Background: an optimization exercise with open tools, aiming at small area and a short achievable clock period. Do not read the settings as production practice. In this exercise RTL edits were held to simulation tests only and were not proved equivalent to the original. Power figures rest on the tool's default switching activity, not on a simulated workload.

==> design/flow/run.sh <==
#!/bin/bash
# synth_recipe.tcl (not shown) runs the flow's synth.tcl, then flattens the netlist and writes it again
# the make line also repeats each setting of config.mk as NAME=value (left out here)
make -C /OpenROAD-flow-scripts/flow DESIGN_CONFIG=/design/flow/config.mk WORK_HOME=/design/flow/orfs CLKGATE_MAP_FILE= SYNTH_SCRIPT=/design/flow/synth_recipe.tcl finish
==> design/flow/config.mk <==
export PLATFORM = sky130hd
export DESIGN_NAME = cpu_core
export DESIGN_NICKNAME = cpu_core
export VERILOG_FILES = /design/flow/design.v
export SDC_FILE = /design/flow/constraint.sdc
export NUM_CORES = 4
export LEC_CHECK = 0
export CAP_MARGIN = 20
export CORE_MARGIN = 2
export CORE_UTILIZATION = 60
export CTS_BUF_LIST = sky130_fd_sc_hd__clkbuf_4 sky130_fd_sc_hd__clkbuf_8
export SETUP_SLACK_MARGIN = 3.0
export SLEW_MARGIN = 20
==> design/flow/constraint.sdc <==
create_clock -name core_clock -period 6.0 [get_ports {clk}]
set_input_delay 1.2000 -clock core_clock [delete_from_list [all_inputs] [get_ports {clk}]]
set_output_delay 1.2000 -clock core_clock [all_outputs]
set_load 0.01 [all_outputs]
==> design/flow/design.v <==
package cpu_pkg;
	localparam int xlen       = 32;  
	localparam int reg_addr_w = 5;   
	localparam int iw         = 27;  
	localparam logic [5:0] op_rtype = 6'b000000;
	localparam logic [5:0] op_addi  = 6'b001000;
	localparam logic [5:0] op_beq   = 6'b000100;
	localparam logic [5:0] fn_add = 6'd32;
	localparam logic [5:0] fn_sub = 6'd34;
	localparam logic [5:0] fn_and = 6'd36;
	localparam logic [5:0] fn_or  = 6'd37;
	localparam logic [5:0] fn_nor = 6'd39;
	localparam logic [5:0] fn_slt = 6'd42;
	localparam logic [2:0] k_add = 3'b000;
	localparam logic [2:0] k_sub = 3'b001;
	localparam logic [2:0] k_beq = 3'b010;
	localparam logic [2:0] k_slt = 3'b011;
	localparam logic [2:0] k_and = 3'b100;
	localparam logic [2:0] k_or  = 3'b101;
	localparam logic [2:0] k_nor = 3'b110;
endpackage
`timescale 1ns/100ps
module reg_file (
	input  logic        clk,
	input  logic        rst,
	input  logic [4:0]  i_rs,
	input  logic [4:0]  i_rt,
	input  logic        i_we,      
	input  logic [4:0]  i_wreg,    
	input  logic [31:0] i_wdata,
	output logic [31:0] o_rs_data,
	output logic [31:0] o_rt_data
);
	logic [31:0] regs [1:31];
	logic [31:0] wval;
	always_comb
	begin
		o_rs_data = '0;
		o_rt_data = '0;
		for (int i = 1; i < 32; i++)
		begin
			if (i_rs == 5'(i))
				o_rs_data = regs[i];
			if (i_rt == 5'(i))
				o_rt_data = regs[i];
		end
	end
	assign wval = rst ? i_wdata : '0;
	always_ff @(posedge clk)
	begin
		for (int i = 1; i < 32; i++)
			if (!rst || (i_we && i_wreg == 5'(i)))
				regs[i] <= wval;
	end
endmodule
`timescale 1ns/100ps
module fetch_stage (
	input  logic                   clk,
	input  logic                   rst,
	input  logic                   i_stall,
	input  logic                   i_branch_taken,   
	input  logic [5:0]             i_branch_target,  
	input  logic                   i_imem_we,
	input  logic [5:0]             i_imem_addr,
	input  logic [31:0]            i_imem_data,
	output logic [cpu_pkg::iw-1:0] o_instr,
	output logic [5:0]             o_pc_next,        
	output logic                   o_valid
);
	logic [cpu_pkg::iw-1:0] imem [64];
	logic [5:0]             pc;  
	logic [5:0]             pc_plus1;
	logic [cpu_pkg::iw-1:0] wword;
	logic [5:0]  op, fn;
	logic [4:0]  rs, rt, rd;
	logic [15:0] imm;
	logic [2:0]  kind;
	logic        zero_ops;
	assign op  = i_imem_data[31:26];
	assign rs  = i_imem_data[25:21];
	assign rt  = i_imem_data[20:16];
	assign rd  = i_imem_data[15:11];
	assign fn  = i_imem_data[5:0];
	assign imm = i_imem_data[15:0];
	always_comb
	begin
		kind     = cpu_pkg::k_and;
		zero_ops = 1'b1;
		if (op == cpu_pkg::op_rtype)
		begin
			zero_ops = 1'b0;
			case (fn)
				cpu_pkg::fn_add: kind = cpu_pkg::k_add;
				cpu_pkg::fn_sub: kind = cpu_pkg::k_sub;
				cpu_pkg::fn_and: kind = cpu_pkg::k_and;
				cpu_pkg::fn_or:  kind = cpu_pkg::k_or;
				cpu_pkg::fn_nor: kind = cpu_pkg::k_nor;
				cpu_pkg::fn_slt: kind = cpu_pkg::k_slt;
				default:         zero_ops = 1'b1;  
			endcase
		end
		else if (op == cpu_pkg::op_beq)
		begin
			kind     = cpu_pkg::k_beq;
			zero_ops = 1'b0;
		end
	end
	always_comb
	begin
		if (op == cpu_pkg::op_addi)
			wword = {rs, rt, 1'b1, imm};
		else if (op == cpu_pkg::op_beq)
			wword = {rs, rt, 1'b0, kind, imm[4:0], imm[5], 7'd0};
		else if (op == cpu_pkg::op_rtype)
			wword = {zero_ops ? 10'd0 : {rs, rt}, 1'b0, kind, rd, 8'd0};
		else
			wword = {10'd0, 1'b0, kind, 5'd0, 8'd0};
	end
	always_ff @(posedge clk)
	begin
		if (i_imem_we)
			imem[i_imem_addr] <= wword;
	end
	assign pc_plus1 = pc + 6'd1;
	always_ff @(posedge clk)
	begin
		if (!rst)
		begin
			pc      <= '0;
			o_valid <= 1'b0;
		end
		else if (!i_stall)
		begin
			pc      <= i_branch_taken ? i_branch_target : pc_plus1;
			o_valid <= !i_branch_taken;  
		end
	end
	always_ff @(posedge clk)
	begin
		if (!i_stall)
		begin
			o_instr   <= imem[pc];
			o_pc_next <= pc_plus1;
		end
	end
endmodule
`timescale 1ns/100ps
module decode_stage (
	input  logic                   clk,
	input  logic                   rst,
	input  logic                   i_stall,
	input  logic                   i_flush,    
	input  logic [cpu_pkg::iw-1:0] i_instr,
	input  logic [5:0]             i_pc_next,
	input  logic                   i_valid,
	input  logic                   i_we,       
	input  logic [4:0]             i_wreg,
	input  logic [31:0]            i_wdata,
	output logic [31:0]            o_a,
	output logic [31:0]            o_b,
	output logic [5:0]             o_t,        
	output logic [2:0]             o_kind,
	output logic                   o_wr,       
	output logic                   o_br        
);
	logic [31:0] rs_data, rt_data;
	logic        addi, beq;
	logic [2:0]  kind;
	logic [4:0]  dest;
	logic [5:0]  target;
	reg_file reg_file_inst (
		.clk       (clk),
		.rst       (rst),
		.i_rs      (i_instr[26:22]),
		.i_rt      (i_instr[21:17]),
		.i_we      (i_we),
		.i_wreg    (i_wreg),
		.i_wdata   (i_wdata),
		.o_rs_data (rs_data),
		.o_rt_data (rt_data)
	);
	assign addi   = i_instr[16];
	assign beq    = !addi && i_instr[15:13] == cpu_pkg::k_beq;
	assign kind   = addi ? cpu_pkg::k_add : i_instr[15:13];
	assign dest   = addi ? i_instr[21:17] : i_instr[12:8];
	assign target = i_pc_next + {i_instr[7], i_instr[12:8]};
	always_ff @(posedge clk)
	begin
		if (!rst)
		begin
			o_wr <= 1'b0;
			o_br <= 1'b0;
		end
		else if (!i_stall)
		begin
			o_wr <= i_valid && !i_flush && !beq && dest != 5'd0;
			o_br <= i_valid && !i_flush && beq;
		end
	end
	always_ff @(posedge clk)
	begin
		if (!i_stall)
		begin
			o_a    <= rs_data;
			o_b    <= addi ? {{16{i_instr[15]}}, i_instr[15:0]} : rt_data;
			o_t    <= beq ? target : {1'b0, dest};
			o_kind <= kind;
		end
	end
endmodule
`timescale 1ns/100ps
module execute_stage (
	input  logic        clk,
	input  logic        rst,
	input  logic        i_stall,
	input  logic [31:0] i_a,
	input  logic [31:0] i_b,
	input  logic [5:0]  i_t,
	input  logic [2:0]  i_kind,
	input  logic        i_wr,
	input  logic        i_br,
	output logic        o_branch_taken,
	output logic [5:0]  o_branch_target,
	output logic        o_rf_we,         
	output logic [4:0]  o_rf_wreg,
	output logic [31:0] o_rf_wdata,
	output logic        o_we,            
	output logic [4:0]  o_wreg,
	output logic [31:0] o_wdata
);
	logic        sub;
	logic [31:0] bx, sum, lg, res;
	logic        lt, cout_unused;
	logic        we_q;
	assign sub = i_kind[0] && !i_kind[2];  
	assign bx  = sub ? ~i_b : i_b;
	assign {sum, cout_unused} = {i_a, 1'b1} + {bx, sub};
	assign lt  = (i_a[31] ^ i_b[31]) ? i_a[31] : sum[31];
	always_comb
	begin
		case (i_kind[1:0])
			2'b00:   lg = i_a & i_b;
			2'b01:   lg = i_a | i_b;
			default: lg = ~(i_a | i_b);
		endcase
	end
	assign res = i_kind[2] ? lg : (i_kind[1] ? {31'd0, lt} : sum);
	assign o_branch_taken  = i_br && (i_a == i_b);
	assign o_branch_target = i_t;
	assign o_rf_we    = i_wr && !i_stall;
	assign o_rf_wreg  = i_t[4:0];
	assign o_rf_wdata = res;
	always_ff @(posedge clk)
	begin
		if (!rst)
			we_q <= 1'b0;
		else if (!i_stall)
			we_q <= i_wr;
	end
	always_ff @(posedge clk)
	begin
		if (!i_stall)
		begin
			o_wreg  <= i_t[4:0];
			o_wdata <= res;
		end
	end
	assign o_we = we_q && !i_stall;  
endmodule
`timescale 1ns/100ps
module cpu_core #(
	parameter int imem_depth = 64  
) (
	input  logic                              clk,
	input  logic                              rst,
	input  logic                              i_stall,
	input  logic                              i_imem_we,
	input  logic [$clog2(imem_depth)-1:0]     i_imem_addr,
	input  logic [cpu_pkg::xlen-1:0]          i_imem_data,
	output logic                              o_wb_valid,
	output logic [cpu_pkg::reg_addr_w-1:0]    o_wb_reg,
	output logic [cpu_pkg::xlen-1:0]          o_wb_data
);
	logic [cpu_pkg::iw-1:0] f_instr;
	logic [5:0]             f_pc_next;
	logic                   f_valid;
	logic [31:0]            d_a, d_b;
	logic [5:0]             d_t;
	logic [2:0]             d_kind;
	logic                   d_wr, d_br;
	logic                   x_taken;
	logic [5:0]             x_target;
	logic                   x_rf_we;
	logic [4:0]             x_rf_wreg;
	logic [31:0]            x_rf_wdata;
	fetch_stage fetch_stage_inst (
		.clk             (clk),
		.rst             (rst),
		.i_stall         (i_stall),
		.i_branch_taken  (x_taken),
		.i_branch_target (x_target),
		.i_imem_we       (i_imem_we),
		.i_imem_addr     (i_imem_addr),
		.i_imem_data     (i_imem_data),
		.o_instr         (f_instr),
		.o_pc_next       (f_pc_next),
		.o_valid         (f_valid)
	);
	decode_stage decode_stage_inst (
		.clk       (clk),
		.rst       (rst),
		.i_stall   (i_stall),
		.i_flush   (x_taken),
		.i_instr   (f_instr),
		.i_pc_next (f_pc_next),
		.i_valid   (f_valid),
		.i_we      (x_rf_we),
		.i_wreg    (x_rf_wreg),
		.i_wdata   (x_rf_wdata),
		.o_a       (d_a),
		.o_b       (d_b),
		.o_t       (d_t),
		.o_kind    (d_kind),
		.o_wr      (d_wr),
		.o_br      (d_br)
	);
	execute_stage execute_stage_inst (
		.clk             (clk),
		.rst             (rst),
		.i_stall         (i_stall),
		.i_a             (d_a),
		.i_b             (d_b),
		.i_t             (d_t),
		.i_kind          (d_kind),
		.i_wr            (d_wr),
		.i_br            (d_br),
		.o_branch_taken  (x_taken),
		.o_branch_target (x_target),
		.o_rf_we         (x_rf_we),
		.o_rf_wreg       (x_rf_wreg),
		.o_rf_wdata      (x_rf_wdata),
		.o_we            (o_wb_valid),
		.o_wreg          (o_wb_reg),
		.o_wdata         (o_wb_data)
	);
endmodule
==> results of run 1 <==
-- placed cells by master, fill, tap and decap left out, types with 83 or more instances in the layout --
master / instances
ha_1: 89
mux2i_1: 85
nand2_1: 235
buf_6: 140
a22oi_1: 168
nor2_4: 123
a21oi_1: 242
inv_1: 109
buf_4: 665
edfxtp_1: 2863
buf_16: 83
buf_12: 180
clkbuf_4: 126
clkbuf_8: 471
o22ai_1: 253
o21ai_0: 161
clkinv_1: 142
mux4_2: 582
nor2_1: 232
-- cell usage after synthesis (32+ instances only) --
library cell	number	area share, %
buf_2	132	0.55
a221oi_1	68	0.49
nor3_1	81	0.34
mux2i_1	88	0.73
buf_1	49	0.15
a222oi_1	54	0.45
a22oi_1	184	1.1
mux4_2	582	11
mux2_2	37	0.35
o22ai_1	281	1.5
nor2_1	359	1.1
a21oi_1	339	1.4
nand4_1	33	0.17
a22o_1	37	0.27
a31oi_1	70	0.36
inv_1	113	0.35
nor2b_1	36	0.19
and2_1	32	0.17
nand3_1	90	0.37
edfxtp_1	2863	71
o21ai_0	287	1.2
xnor2_1	53	0.38
nand2_1	304	0.94
clkbuf_1	236	0.73
o221ai_1	44	0.32
ha_1	101	1.0
-- power by group --
part           leakage [nW]  internal (mW)  total, mW  switching [mW]
sequential             23.9           22.9       23.4           0.496
clock                  4.73           8.80       16.7            7.87
combinational          18.5           1.34       3.26            1.91
total                  47.1           33.0       43.3            10.3
-- cells by family (layout without fill, tap and decap cells) --
group           count (synthesis)  after routing  synth area share [%]
other cells                     0             23                     0
compound gates               1628           1632                  8.90
simple gates                 1108           1130                  4.34
mux                           707            707                  11.9
buf+inv                       555           2154                  1.94
flops                        2873           2873                  71.4
fa+ha+maj                     102            102                  1.06
xor+xnor                       65             65                 0.471
-- layout make-up --
cell class              count  share of cell area, %
inverters                 116                  0.298
well taps                2656                   2.19
flip-flops and latches   2873                   56.9
clock inverters           236                  0.986
clock buffers             595                   4.88
multi-input cells        3636                   25.2
diodes                     23                 0.0380
repair buffers           1207                   9.51
-- routing by layer --
| layer | GRT usage (%) | share of wire [%] | up-vias |
|---|---|---|---|
| met3 | 10.8 | 13 | 2183 |
| li1 | - | - | 31900 |
| met5 | 0 | 0.031 | - |
| met2 | 66.6 | 46 | 7411 |
| met4 | 28.7 | 9.4 | 16 |
| met1 | 53.5 | 32 | 41500 |
-- registers in the layout (all words and copies together), names as in the netlist, 3 cells and up --
name / cells
decode_stage_inst.o_kind: 3
execute_stage_inst.o_wreg: 5
decode_stage_inst.o_a: 32
execute_stage_inst.o_wdata: 32
fetch_stage_inst.o_pc_next: 6
fetch_stage_inst.pc: 6
fetch_stage_inst.o_instr: 27
decode_stage_inst.o_b: 32
decode_stage_inst.o_t: 6
decode_stage_inst.reg_file_inst.regs: 992
fetch_stage_inst.imem: 1728
-- final timing paths --
| kind | from | end | slack [ps] | depth (start not counted) |
|---|---|---|---|---|
| setup / recovery | decode_stage_inst.o_kind[0]$_SDFFCE_PP0N_ | decode_stage_inst.reg_file_inst.regs[30][0]$_DFFE_PP_ | 1960 | 17 |
| hold / removal | execute_stage_inst.we_q$_SDFFE_PN0N_ | execute_stage_inst.we_q$_SDFFE_PN0N_ | 470 | 2 |
| setup reg to reg | decode_stage_inst.o_kind[0]$_SDFFCE_PP0N_ | decode_stage_inst.reg_file_inst.regs[30][0]$_DFFE_PP_ | 1960 | 17 |
| hold reg to reg | execute_stage_inst.we_q$_SDFFE_PN0N_ | execute_stage_inst.we_q$_SDFFE_PN0N_ | 470 | 2 |
-- through the flow --
stage / hold slack (ps) / util, % / setup WS, ps
global route: 470 / 75.8 / 1880
global placement: 477 / 63.6 / 1070
CTS: 410 / 73.4 / 2080
finish: 474 / 75.8 / 1960
detailed placement: 470 / 63.7 / 949
floorplan: 441 / - / 1250
-- what timing repair did --
action	in CTS	in global routing
endpoints found under the setup margin	2948	1590
pin swaps	306	359
setup buffers	394	269
gates cloned	91	25
gates resized for setup	1246	415
hold buffers	0	0
-- worst max-delay path, delay by kind of cell, from the launching register on --
kind | cells | cell delay [ps]
and+or+nand+nor | 3 | 620
buffers and inverters | 5 | 780
AOI/OAI and AO/OA | 7 | 1530
xor gates and xnor gates | 1 | 70
adders and majority gates | 1 | 340
DFF | 1 | 510
==> flow_summary_export.csv, run 1 <==
group,metric,value,unit
status,status,"finished clean",
final_layout,multi_input_area,38200,um2
critical_path,critPathSlowestCell,"edfxtp_1",
job,drv_cap,0,
critical_path,startpoint_type,"flop",
critical_path,cp.required,6960,ps
floorplan,initial_utilization,60.4,%
routing,avgViaCountPerCell,7.32,
routing,first_pass_iters,15,
sta,rsz0062_at_grt,"yes",
critical_path,worstPathCellList,"buf_6 -> buf_12 -> nand2b_4 -> xnor2_2 -> ha_1 -> a21o_1 -> a21o_1 -> a221o_1 -> nand4b_4 -> o21ai_4 -> o21ai_4 -> or3_1 -> a21o_1 -> a211oi_4 -> buf_12 -> buf_12 -> buf_16",
sta,fmax,248,MHz
grt,antenna_found_initial,29,
synthesis,postSynth.asyncResetShare,0,%
power_and_ir_drop,power.total,43.3,mW
grt,grt_pass1_wl,606000,um
place,hpwl,252000,um
synthesis,synth_seq_cells,2873,
critical_path,crit_arrival,5000,ps
synthesis,syn_nets,7182,
final_layout,drive_above_1_share,38.3,%
critical_path,cp_max_fo,8,
place,dp.cells,9706,
critical_path,worstSetupEndpointType,"flop",
sta,fin_crit_sh,67.3,%
final_layout,area_delta_synth_final,25.5,%
synthesis,synth-seq-area-share,71.4,%
floorplan,die_w,453,um
place,place_area,127000,um2
critical_path,critPathKind,"reg -> reg",
final_layout,fin_cells,11300,
final_layout,nets,8442,
floorplan,io_pins,80,
clock_network,cts_buffer_depth,4,
sta,hold_viol_final,0,
sta,min_period,4040,ps
synthesis,synth_cells,7038,
routing,first_iter_violations,14500,
sta,tightestPinTransition,1320,ps
final_layout,fill_cells,11500,
synthesis,synth-edff-count,2863,
place,io_buffers,79,
sta,setup_tns,0,ps
synthesis,syn_area_per_cell,17.2,um2
power_and_ir_drop,ir_drop,0.282,mV
floorplan,core_area,200000,um2
sta,relSlewSlack,12.0,%
grt,gr-total-overflow,0,
routing,drt-total-wl,450000,um
clock_network,clkSinkCount,2873,
final_layout,seq_area,86200,um2
synthesis,yosysWarnings,5,
synthesis,synthDistinctLibCells,97,
routing,wl_per_cell,39.7,um
floorplan,die_h,453,um
power_and_ir_drop,p_leak,47.1,nW
sta,fin_worst_skew,76.3,ps
routing,ant_nets,0,
floorplan,die_area,205000,um2
floorplan,fp-row-count,164,
critical_path,cpPeakStageDelay,510,ps
grt,grt_pass1_vias,79200,
clock_network,ctsHtreeMaxLevel,5,
final_layout,stdcell_area,152000,um2
routing,vias,83000,
worst_hold_path,min_path_type,"reg -> reg",
sta,finalSetupViolations,0,
synthesis,syn_area,121000,um2
grt,grt_usage,42.8,%
clock_network,clk_latency,1160,ps
grt,grt_max_degree,65,
sta,report.final.slew_viol_count,0,
power_and_ir_drop,powerDensity,286,nW/um2
place,place_congestion,0.970,
synthesis,synth_ff_type,"edfxtp_1",
clock_network,clk_pin_slew,60,ps
clock_network,cts_buffers,464,
clock_network,cts_tree,"done",
routing,drc,0,
clock_network,cts_root_buf,"clkbuf_8",
==> run 2, diff against run 1 <==
--- a/design/flow/config.mk
+++ b/design/flow/config.mk
@@ -7,7 +7,7 @@
 export LEC_CHECK = 0
 export CAP_MARGIN = 20
 export CORE_MARGIN = 2
-export CORE_UTILIZATION = 60
+export CORE_UTILIZATION = 40
 export CTS_BUF_LIST = sky130_fd_sc_hd__clkbuf_4 sky130_fd_sc_hd__clkbuf_8
 export SETUP_SLACK_MARGIN = 3.0
 export SLEW_MARGIN = 20
==> flow_summary_export.csv, run 2 <==
group,metric,value,unit
status,status,"finished clean",
final_layout,top_register,"fetch_stage_inst.imem",
floorplan,core_area,300000,um2
grt,grt_max_degree,140,
final_layout,largest_register_ffs,1728,
floorplan,initial_utilization,40.2,%
synthesis,ys_top_cells_by_area,"edfxtp_1 (71%), mux4_2 (11%), o22ai_1 (1.5%)",
synthesis,syn_nets,7182,
sta,hold_viol_final,0,
grt,grt_pass1_vias,78100,
final_layout,fin_util,51.1,%
critical_path,crit_arrival,4850,ps
routing,first_iter_violations,13500,
final_layout,reg_top3,"fetch_stage_inst.imem (1728), decode_stage_inst.reg_file_inst.regs (992)",
grt,antenna_found_initial,24,
synthesis,yosysWarnings,5,
routing,vias,82100,
sta,fin_worst_skew,54.0,ps
worst_hold_path,min-delay-start,"execute_stage_inst.we_q$_SDFFE_PN0N_",
place,pre_cts_slack,1270,ps
final_layout,final_cell_mix,"edfxtp_1 (2863), buf_4 (672), mux4_2 (582)",
critical_path,path_buf_inv,3,
clock_network,cts_root_buf,"clkbuf_8",
sta,finalSetupViolations,0,
sta,fmax,253,MHz
grt,grt_use_met1,36.6,%
critical_path,worstPathCellList,"nand2b_4 -> buf_6 -> xnor2_2 -> ha_1 -> a21o_1 -> or4_4 -> o21ai_4 -> a22oi_2 -> buf_6 -> o211ai_4 -> nand2_2 -> a221o_1 -> a31oi_4 -> and2_4 -> buf_16",
power_and_ir_drop,power.internal,32.5,mW
sta,setup_tns,0,ps
clock_network,clk_pin_slew,60,ps
synthesis,synth-edff-count,2863,
power_and_ir_drop,powerDensity,279,nW/um2
grt,grt_util_met2,43.6,%
worst_hold_path,min_path_type,"reg -> reg",
synthesis,synth_ff_type,"edfxtp_1",
power_and_ir_drop,pwr-share-seq,54.7,%
clock_network,ctsHtreeMaxLevel,5,
sta,rsz0062_at_grt,"yes",
grt,gr-total-overflow,0,
clock_network,cts_buffers,444,
synthesis,synth_cells,7038,
synthesis,syn_area_per_cell,17.2,um2
floorplan,io_pins,80,
worst_hold_path,hold_path_depth,2,
floorplan,die_w,553,um
power_and_ir_drop,clkPwrFrac,37.3,%
place,place_area,129000,um2
routing,first_pass_iters,10,
clock_network,cts_buffer_depth,4,
critical_path,cp_max_fo,15,
sta,relSlewSlack,8.79,%
worst_hold_path,hold-path-endpoint,"execute_stage_inst.we_q$_SDFFE_PN0N_",
clock_network,clk_latency,1070,ps
routing,ant_nets,0,
synthesis,synth-seq-area-share,71.4,%
floorplan,die_h,553,um
synthesis,synth_seq_cells,2873,
sta,layout_setup_ws,2040,ps
place,hpwl,258000,um
sta,min_period,3960,ps
routing,avgViaCountPerCell,6.50,
sta,report.final.slew_viol_count,0,
critical_path,critPathTopFamily,"compound AO/OA/AOI/OAI gates",
final_layout,nets,8464,
final_layout,stdcell_area,153000,um2
power_and_ir_drop,netSwitchingFraction,24.2,%
critical_path,ff2ff_setup_slack,2040,ps
critical_path,timing.rr.start,"decode_stage_inst.o_kind[2]$_SDFFCE_PP0N_",
critical_path,startpoint_type,"flop",
synthesis,yosys-top-cells-count,"edfxtp_1 (2863), mux4_2 (582), nor2_1 (359)",
final_layout,drive_above_1_share,39.0,%
synthesis,synth.largest_area_cell,"edfxtp_1",
critical_path,critPathKind,"reg -> reg",
synthesis,synth.most_common_cell,"edfxtp_1",
critical_path,r2r-end,"decode_stage_inst.reg_file_inst.regs[31][30]$_DFFE_PP_",
power_and_ir_drop,p_leak,47.0,nW
place,io_buffers,79,
routing,wl_per_cell,35.9,um
clock_network,cts_tree,"done",
synthesis,synthDistinctLibCells,97,
critical_path,path_common_cell,"buf_6",
sta,fin_crit_sh,66.0,%
job,drv_cap,0,
grt,grt_pass1_wl,605000,um
critical_path,critPathSlowestCell,"or4_4",
grt,grt_usage,27.8,%
grt,met3_usage,5.63,%
final_layout,area_delta_synth_final,27.0,%
final_layout,fill_cells,24000,
floorplan,die_area,306000,um2
power_and_ir_drop,ir_drop,0.214,mV
floorplan,fp-row-count,201,
sta,tightestPinTransition,1370,ps
critical_path,r2r_cells,15,
power_and_ir_drop,switchingPower,10.4,mW
critical_path,cpPeakStageDelay,440,ps
final_layout,layout_commonest_cell,"edfxtp_1",
clock_network,clkSinkCount,2873,
synthesis,postSynth.asyncResetShare,0,%
power_and_ir_drop,p_comb_share,7.9,%
clock_network,holdBufCountCts,0,
synthesis,syn_area,121000,um2
routing,drt-total-wl,454000,um
routing,drc,0,
critical_path,cp.required,6890,ps
place,place_congestion,0.954,
synthesis,synth_top_area_share,71.2,%
grt,top_usage_layer,"met2",
critical_path,worstSetupEndpointType,"flop",
-- run 2: power groups by stage --
| stage | clock network, mW | logic [mW] | registers [mW] |
|---|---|---|---|
| floorplan | 0 | 1.29 | 23.6 |
| global placement | 0 | 2.17 | 23.8 |
| detailed placement | 0 | 2.19 | 23.8 |
| CTS | 16.1 | 2.85 | 23.4 |
| global route | 16.9 | 3.50 | 23.5 |
| finish | 16.0 | 3.40 | 23.4 |
-- run 2: through the flow --
stage	instances	power, mW	hold slack, ps
floorplan	7038	24.9	441
global placement	11000	26.0	473
detailed placement	11000	26.0	472
CTS	12300	42.3	490
global route	12600	43.9	527
finish	12600	42.8	505
-- run 2: layout make-up --
type	instances	area (um2)	share of cell area (%)
diodes	20	50.0	0.0326
clock buffers	589	7230	4.72
clock inverters	203	1150	0.751
inverters	116	450	0.294
multi-input cells	3641	38500	25.1
flip-flops and latches	2873	86200	56.2
well taps	3958	4950	3.23
repair buffers	1244	14800	9.63
-- run 2: per-layer routing --
metal	vias to the layer above	part of all wire [%]	routed length, um
met3	1713	12	52400
met5	-	0.0092	42
met2	6652	46	207000
met4	8	7.7	34900
li1	31900	-	-
met1	41900	35	160000
-- run 2: tightest hold or removal path: stages, from the launching register on --
cell     delay (ps)
dfxtp_1         320
nand2_1          60
a21oi_1          70
-- run 2: worst max-delay path by stage --
stage,startpoint,endpoint,slack [ps],depth (start not counted)
finish,decode_stage_inst.o_kind[2]$_SDFFCE_PP0N_,decode_stage_inst.reg_file_inst.regs[31][30]$_DFFE_PP_,2040,15
global route,decode_stage_inst.o_kind[2]$_SDFFCE_PP0N_,decode_stage_inst.reg_file_inst.regs[12][28]$_DFFE_PP_,2000,16
CTS,decode_stage_inst.o_kind[2]$_SDFFCE_PP0N_,decode_stage_inst.reg_file_inst.regs[29][0]$_DFFE_PP_,2120,17
detailed placement,i_stall,decode_stage_inst.reg_file_inst.regs[9][14]$_DFFE_PP_,1270,8
global placement,i_stall,decode_stage_inst.reg_file_inst.regs[9][15]$_DFFE_PP_,1300,8
floorplan,i_stall,decode_stage_inst.reg_file_inst.regs[28][0]$_DFFE_PP_,1250,5
-- run 2: kinds of logic (layout without fill, tap and decap cells) --
family	after synthesis	count (layout)	synth area share (%)
other	0	20	0
muxes	707	707	11.9
buffers and inverters	555	2152	1.94
adders and majority gates	102	102	1.06
AOI/OAI and AO/OA	1628	1634	8.90
and+or+nand+nor	1108	1133	4.34
xor gates and xnor gates	65	65	0.471
DFF	2873	2873	71.4
-- run 2: repair_timing --
item,CTS,global route
endpoints found under the setup margin,2680,1835
pin swaps,283,350
cloned,65,60
gates resized for setup,1165,515
buffers inserted,419,275

-- what the ideal ports hide --
Ports are ideal in the flow. The routed layouts listed here were re-timed in OpenROAD.
Step 1 assumes that a clkbuf_16 drives the clock port and a buf_2 every other input.
Step 2, shift: input delay + t, output delay - t, t = (earliest + latest rising clock arrival at the registers) / 2. This alone moves slack from input paths to output paths.
Three values: ideal ports, drivers, drivers and shift; two values: the first two.
run | t (ns) | slack for setup (ns) | worst setup path after step 2
run 1 | 1.214 | 1.961 / 1.961 / 1.614 | input to register
run 2 | 1.144 | 2.043 / 2.043 / 1.668 | input to register
After both steps setup and hold are still met in every run listed. For run 2, which loses most, drivers alone change the setup slack by 0.000 ns; drivers and shift together by -0.375 ns.
